What follows belongs to an exercise in optimizing a design on an open flow for small area, a short achievable clock period and few clock cycles per item; a production flow would make more cautious choices. Only simulation tests tie the RTL to the original design; equivalence was not proved.

Design led_cube_node_to_coordinate_unit, start of the top module:
module led_cube_node_to_coordinate_unit (
  input  wire logic        clk_i,
  input  wire logic        rst_ni,
  input  wire logic        start_i,
  output logic             busy_o,
  input  wire logic [17:0] node_index_i,
  output logic             done_o,
  output logic [5:0]       voxel_x_o,
  output logic [5:0]       voxel_y_o,
  output logic [5:0]       voxel_z_o,
  output logic             index_out_of_range_o,
  input  wire logic        cfg_we_i,
  input  wire logic [2:0]  cfg_idx_i,
  input  wire logic [6:0]  cfg_data_i
);
Size: about 53 I/O pins, about 0.016 sq mm of cells after synthesis.
clock: 5.5 ns
lec_check: 0
abc_area: 1
cap_margin: 20
core_margin: 2
core_utilization: 40
cts_cluster_diameter: 120
cts_cluster_size: 24
setup_slack_margin: 3.35
slew_margin: 20
standard.sh (not shown) runs the stock make flow with config.mk's settings and CLKGATE_MAP_FILE= SYNTH_SCRIPT=/design/flow/synth_recipe.tcl, a recipe that flattens the netlist after the stock synthesis.
==> flow/flow/run.sh <==
#!/bin/bash
# The standard layout, with the port buffers made of sky130_fd_sc_hd__buf_2 cells instead of
# the delay-buffer cells the resizer picks by default.
set -euo pipefail
bash standard.sh BUFFER_PORTS_ARGS="-buffer_cell sky130_fd_sc_hd__buf_2" finish > standard_make.log 2>&1
The baseline completed with no timing, DRC or antenna violations.
Testbench counts at the start, summed over its fixed seeds: cycles 32,448, items 32,000.
Edit:
Settings changed: CORE_UTILIZATION 40 to 60, PLACE_DENSITY from default to 0.7.
Setup slack improved by 0.019 ns. First-iteration DRC count fell by a few percent. Die area shrinks by a quarter to a third. Global-route usage goes up by 6.9 points. Flip-flop and latch count stays the same. Final area went down by a few percent. Cell count fell by a little under a tenth.
Edit:
Settings changed: CORE_UTILIZATION 60 to 40, PLACE_DENSITY 0.7 to default, SETUP_SLACK_MARGIN 3.35 to 3.3, TNS_END_PERCENT from default to 0.
What happened:
- hold slack is worse by 0.0083 ns
- non-clock buffer count goes down by 9
- clock skew grows by 0.0034 ns
- wire length fell by about 0.3%
- synthesized cell count is unchanged

led_cube_node_to_coordinate_unit again, from the RTL that the note above started with.
// led_cube_node_to_coordinate_unit
module led_cube_node_to_coordinate_unit (
  input  wire logic        clk_i,
  input  wire logic        rst_ni,
  input  wire logic        start_i,
  output logic             busy_o,
  input  wire logic [17:0] node_index_i,
  output logic             done_o,
  output logic [5:0]       voxel_x_o,
  output logic [5:0]       voxel_y_o,
  output logic [5:0]       voxel_z_o,
  output logic             index_out_of_range_o,
  input  wire logic        cfg_we_i,
  input  wire logic [2:0]  cfg_idx_i,
  input  wire logic [6:0]  cfg_data_i
);
Settings: LEC_CHECK=0, ABC_AREA=1, CAP_MARGIN=20, CORE_MARGIN=2, CORE_UTILIZATION=40, CTS_CLUSTER_DIAMETER=120, CTS_CLUSTER_SIZE=24, SETUP_SLACK_MARGIN=3.35, SLEW_MARGIN=20, TNS_END_PERCENT=5; clock period 5.5 ns.
Scripts as last shown in full above: flow/flow/run.sh
The starting point ran to the end with no violations.
Testbench counts at the start, summed over its fixed seeds: cycles 32,448, items 32,000.
==> next run, changes <==
CORE_UTILIZATION = 55   (was 40)
CTS_CLUSTER_DIAMETER = 150   (was 120)
CTS_CLUSTER_SIZE = 30   (was 24)
TNS_END_PERCENT = not set   (was 5)
After rerunning:
- The changed run passed the timing, design-rule and antenna checks
- final cell count goes down by 4.6%
- maximum frequency goes up by 1.0%
- cell area goes up by 1.2%
- synthesized area is unchanged
- setup slack gains 0.022 ns
- utilization goes up by 18 points
- first-iteration DRC count goes up by about 34%
- global-route usage goes up by 5.4 points
==> next run, changes <==
CORE_UTILIZATION = 40   (was 55)
CTS_CLUSTER_DIAMETER = 120   (was 150)
CTS_CLUSTER_SIZE = 24   (was 30)
GPL_TIMING_DRIVEN = 0   (was not set)
SETUP_SLACK_MARGIN = 3.3   (was 3.35)
TNS_END_PERCENT = 0   (was not set)
Effect: Final cell count rose by 6.4%. Via count goes down by 0.97%. Worst setup slack gets worse by 0.016 ns. Non-clock buffer count rose by 33. Register-to-register slack loses 0.02 ns. Routed wire length falls by 0.96%. Design area stays flat.
==> next run, changes <==
GPL_TIMING_DRIVEN = not set   (was 0)
SETUP_SLACK_MARGIN = 3.4   (was 3.3)
TNS_END_PERCENT = 5   (was 0)
=> Non-clock buffer count decreases by 28; global-route usage is about the same; clock skew is about the same; worst setup slack is worse by 0.0063 ns; synthesized area stays the same; sequential share of layout area decreases by 0.16 points; sequential cell count does not change; utilization came out higher by 0.28 points; wire length rises by 3.1%; via count rose by 1.5%.

Setup of run A:
Starting RTL as in the previous note.
export LEC_CHECK = 0
export ABC_AREA = 1
export CAP_MARGIN = 5
export CORE_MARGIN = 2
export CORE_UTILIZATION = 40
export CTS_CLUSTER_DIAMETER = 120
export CTS_CLUSTER_SIZE = 24
export SETUP_SLACK_MARGIN = 3.3
export SLEW_MARGIN = 5
export TNS_END_PERCENT = 0
create_clock -name core_clock -period 5.5 [get_ports {clk_i}]
Scripts as last shown in full above: flow/flow/run.sh
Testbench counts of run A, summed over its fixed seeds: cycles 32,448, items 32,000.
Edits applied to the flow inputs when going from run A to run B:
# run A
export LEC_CHECK = 0
export ABC_AREA = 1
export CAP_MARGIN = 5
export CORE_MARGIN = 2
export CORE_UTILIZATION = 40
export CTS_CLUSTER_DIAMETER = 120
export CTS_CLUSTER_SIZE = 24
export SETUP_SLACK_MARGIN = 3.3
export SLEW_MARGIN = 5
export TNS_END_PERCENT = 0
create_clock -name core_clock -period 5.5 [get_ports {clk_i}]
# run B
export LEC_CHECK = 0
export ABC_AREA = 1
export CAP_MARGIN = 20
export CORE_MARGIN = 2
export CORE_UTILIZATION = 40
export CTS_CLUSTER_DIAMETER = 120
export CTS_CLUSTER_SIZE = 24
export SETUP_SLACK_MARGIN = 3.3
export SLEW_MARGIN = 20
export TNS_END_PERCENT = 5
create_clock -name core_clock -period 5.5 [get_ports {clk_i}]
On first-pass GRT wire length, run A and run B are basically level. Run B against run A: total track usage now sits at about the same level.
What run C does differently from run B at the input level:
# run B
export LEC_CHECK = 0
export ABC_AREA = 1
export CAP_MARGIN = 20
export CORE_MARGIN = 2
export CORE_UTILIZATION = 40
export CTS_CLUSTER_DIAMETER = 120
export CTS_CLUSTER_SIZE = 24
export SETUP_SLACK_MARGIN = 3.3
export SLEW_MARGIN = 20
export TNS_END_PERCENT = 5
create_clock -name core_clock -period 5.5 [get_ports {clk_i}]
# run C
export LEC_CHECK = 0
export ABC_AREA = 1
export CAP_MARGIN = 20
export CORE_MARGIN = 2
export CORE_UTILIZATION = 40
export CTS_CLUSTER_DIAMETER = 150
export CTS_CLUSTER_SIZE = 30
export SETUP_SLACK_MARGIN = 3.35
export SLEW_MARGIN = 20
create_clock -name core_clock -period 5.5 [get_ports {clk_i}]
[summary]
Final cell area: run C above run B. Reported for run C and run B, die area turned out identical to the last digit. Diff run C..run B | number of levels the H-tree was split into | unchanged. Run C — final cell count 1.3% higher, run B as reference. Instance count of the mapped netlist: run C vs run B identical. Core utilization ended up 1.7 points higher on run C than on run B. The run with more setup slack is run C; run B has less.
> inputs changed (run C -> run D)
# run C
export LEC_CHECK = 0
export ABC_AREA = 1
export CAP_MARGIN = 20
export CORE_MARGIN = 2
export CORE_UTILIZATION = 40
export CTS_CLUSTER_DIAMETER = 150
export CTS_CLUSTER_SIZE = 30
export SETUP_SLACK_MARGIN = 3.35
export SLEW_MARGIN = 20
create_clock -name core_clock -period 5.5 [get_ports {clk_i}]
# run D
export LEC_CHECK = 0
export ABC_AREA = 1
export CAP_MARGIN = 20
export CORE_MARGIN = 2
export CORE_UTILIZATION = 40
export CTS_CLUSTER_DIAMETER = 120
export CTS_CLUSTER_SIZE = 24
export SETUP_SLACK_MARGIN = 3.2
export SLEW_MARGIN = 20
export TNS_END_PERCENT = 0
create_clock -name core_clock -period 5.5 [get_ports {clk_i}]
==> run summary <==
Looking at setup slack across both flows, run D is the weaker of the two, with run C ahead.
On run D: met1 usage in global routing is 1.0 points lower than what run C gave.
Multi-input combinational cell count was lower in run D than in run C.
Delta (run D minus run C): final area moved down; area of the multi-input gates moved down.
Run D reports a lower post-synthesis to final-layout area growth than run C does.
register to output pin as the type of the worst setup path was reported by run C, and register to register by run D.
When run D is measured against run C, its core utilization of the finished layout turns out 2.3 points lower.
From run C to run D the numbers moved as follows: cell count has decreased, global-route wire length before repair has decreased.

## afterwards: timing with drivers on the ports
In the flow no input, the clock included, has a driving cell. The finished layouts below were timed again as built, in two steps. Step 1: set_driving_cell puts a clkbuf_16 on clk_i and a buf_2 on each other input, an assumption about the parent block. Step 2 moves the port delays by t, midway between the first and last clock arrival at a register: inputs arrive t later, outputs are due t later. That takes back most of the time a late clock gives input paths. Slacks: ideal / step 1 / step 2; pairs: ideal / step 1.
run	t, ns	setup WS [ns]	clock arrival spread, ns	worst data-port slew with drivers (ns)	cell pins on the clock port's net
the first run of note 1	0.566	3.389 / 3.336 / 2.919	0.024 / 0.024	0.03	1
the second run of note 1	0.549	3.408 / 3.356 / 2.929	0.024 / 0.024	0.03	1
the third run of note 1	0.580	3.373 / 3.320 / 2.892	0.024 / 0.024	0.03	1
the first run of note 2	0.579	3.373 / 3.320 / 2.892	0.025 / 0.025	0.03	1
the second run of note 2	0.536	3.395 / 3.345 / 2.995	0.043 / 0.043	0.03	1
the third run of note 2	0.571	3.378 / 3.327 / 2.888	0.025 / 0.025	0.03	1
the fourth run of note 2	0.579	3.372 / 3.319 / 2.921	0.025 / 0.025	0.03	1
run A	0.580	3.373 / 3.320 / 2.892	0.024 / 0.024	0.03	1
run B	0.580	3.373 / 3.320 / 2.876	0.023 / 0.022	0.03	1
run C	0.555	3.381 / 3.328 / 2.933	0.036 / 0.036	0.03	1
run D	0.565	3.317 / 3.317 / 2.805	0.031 / 0.031	0.03	1
After both steps every run listed still meets setup and hold. For run D, which loses most, drivers alone change the setup slack by 0.000 ns; drivers and shift together by -0.512 ns.
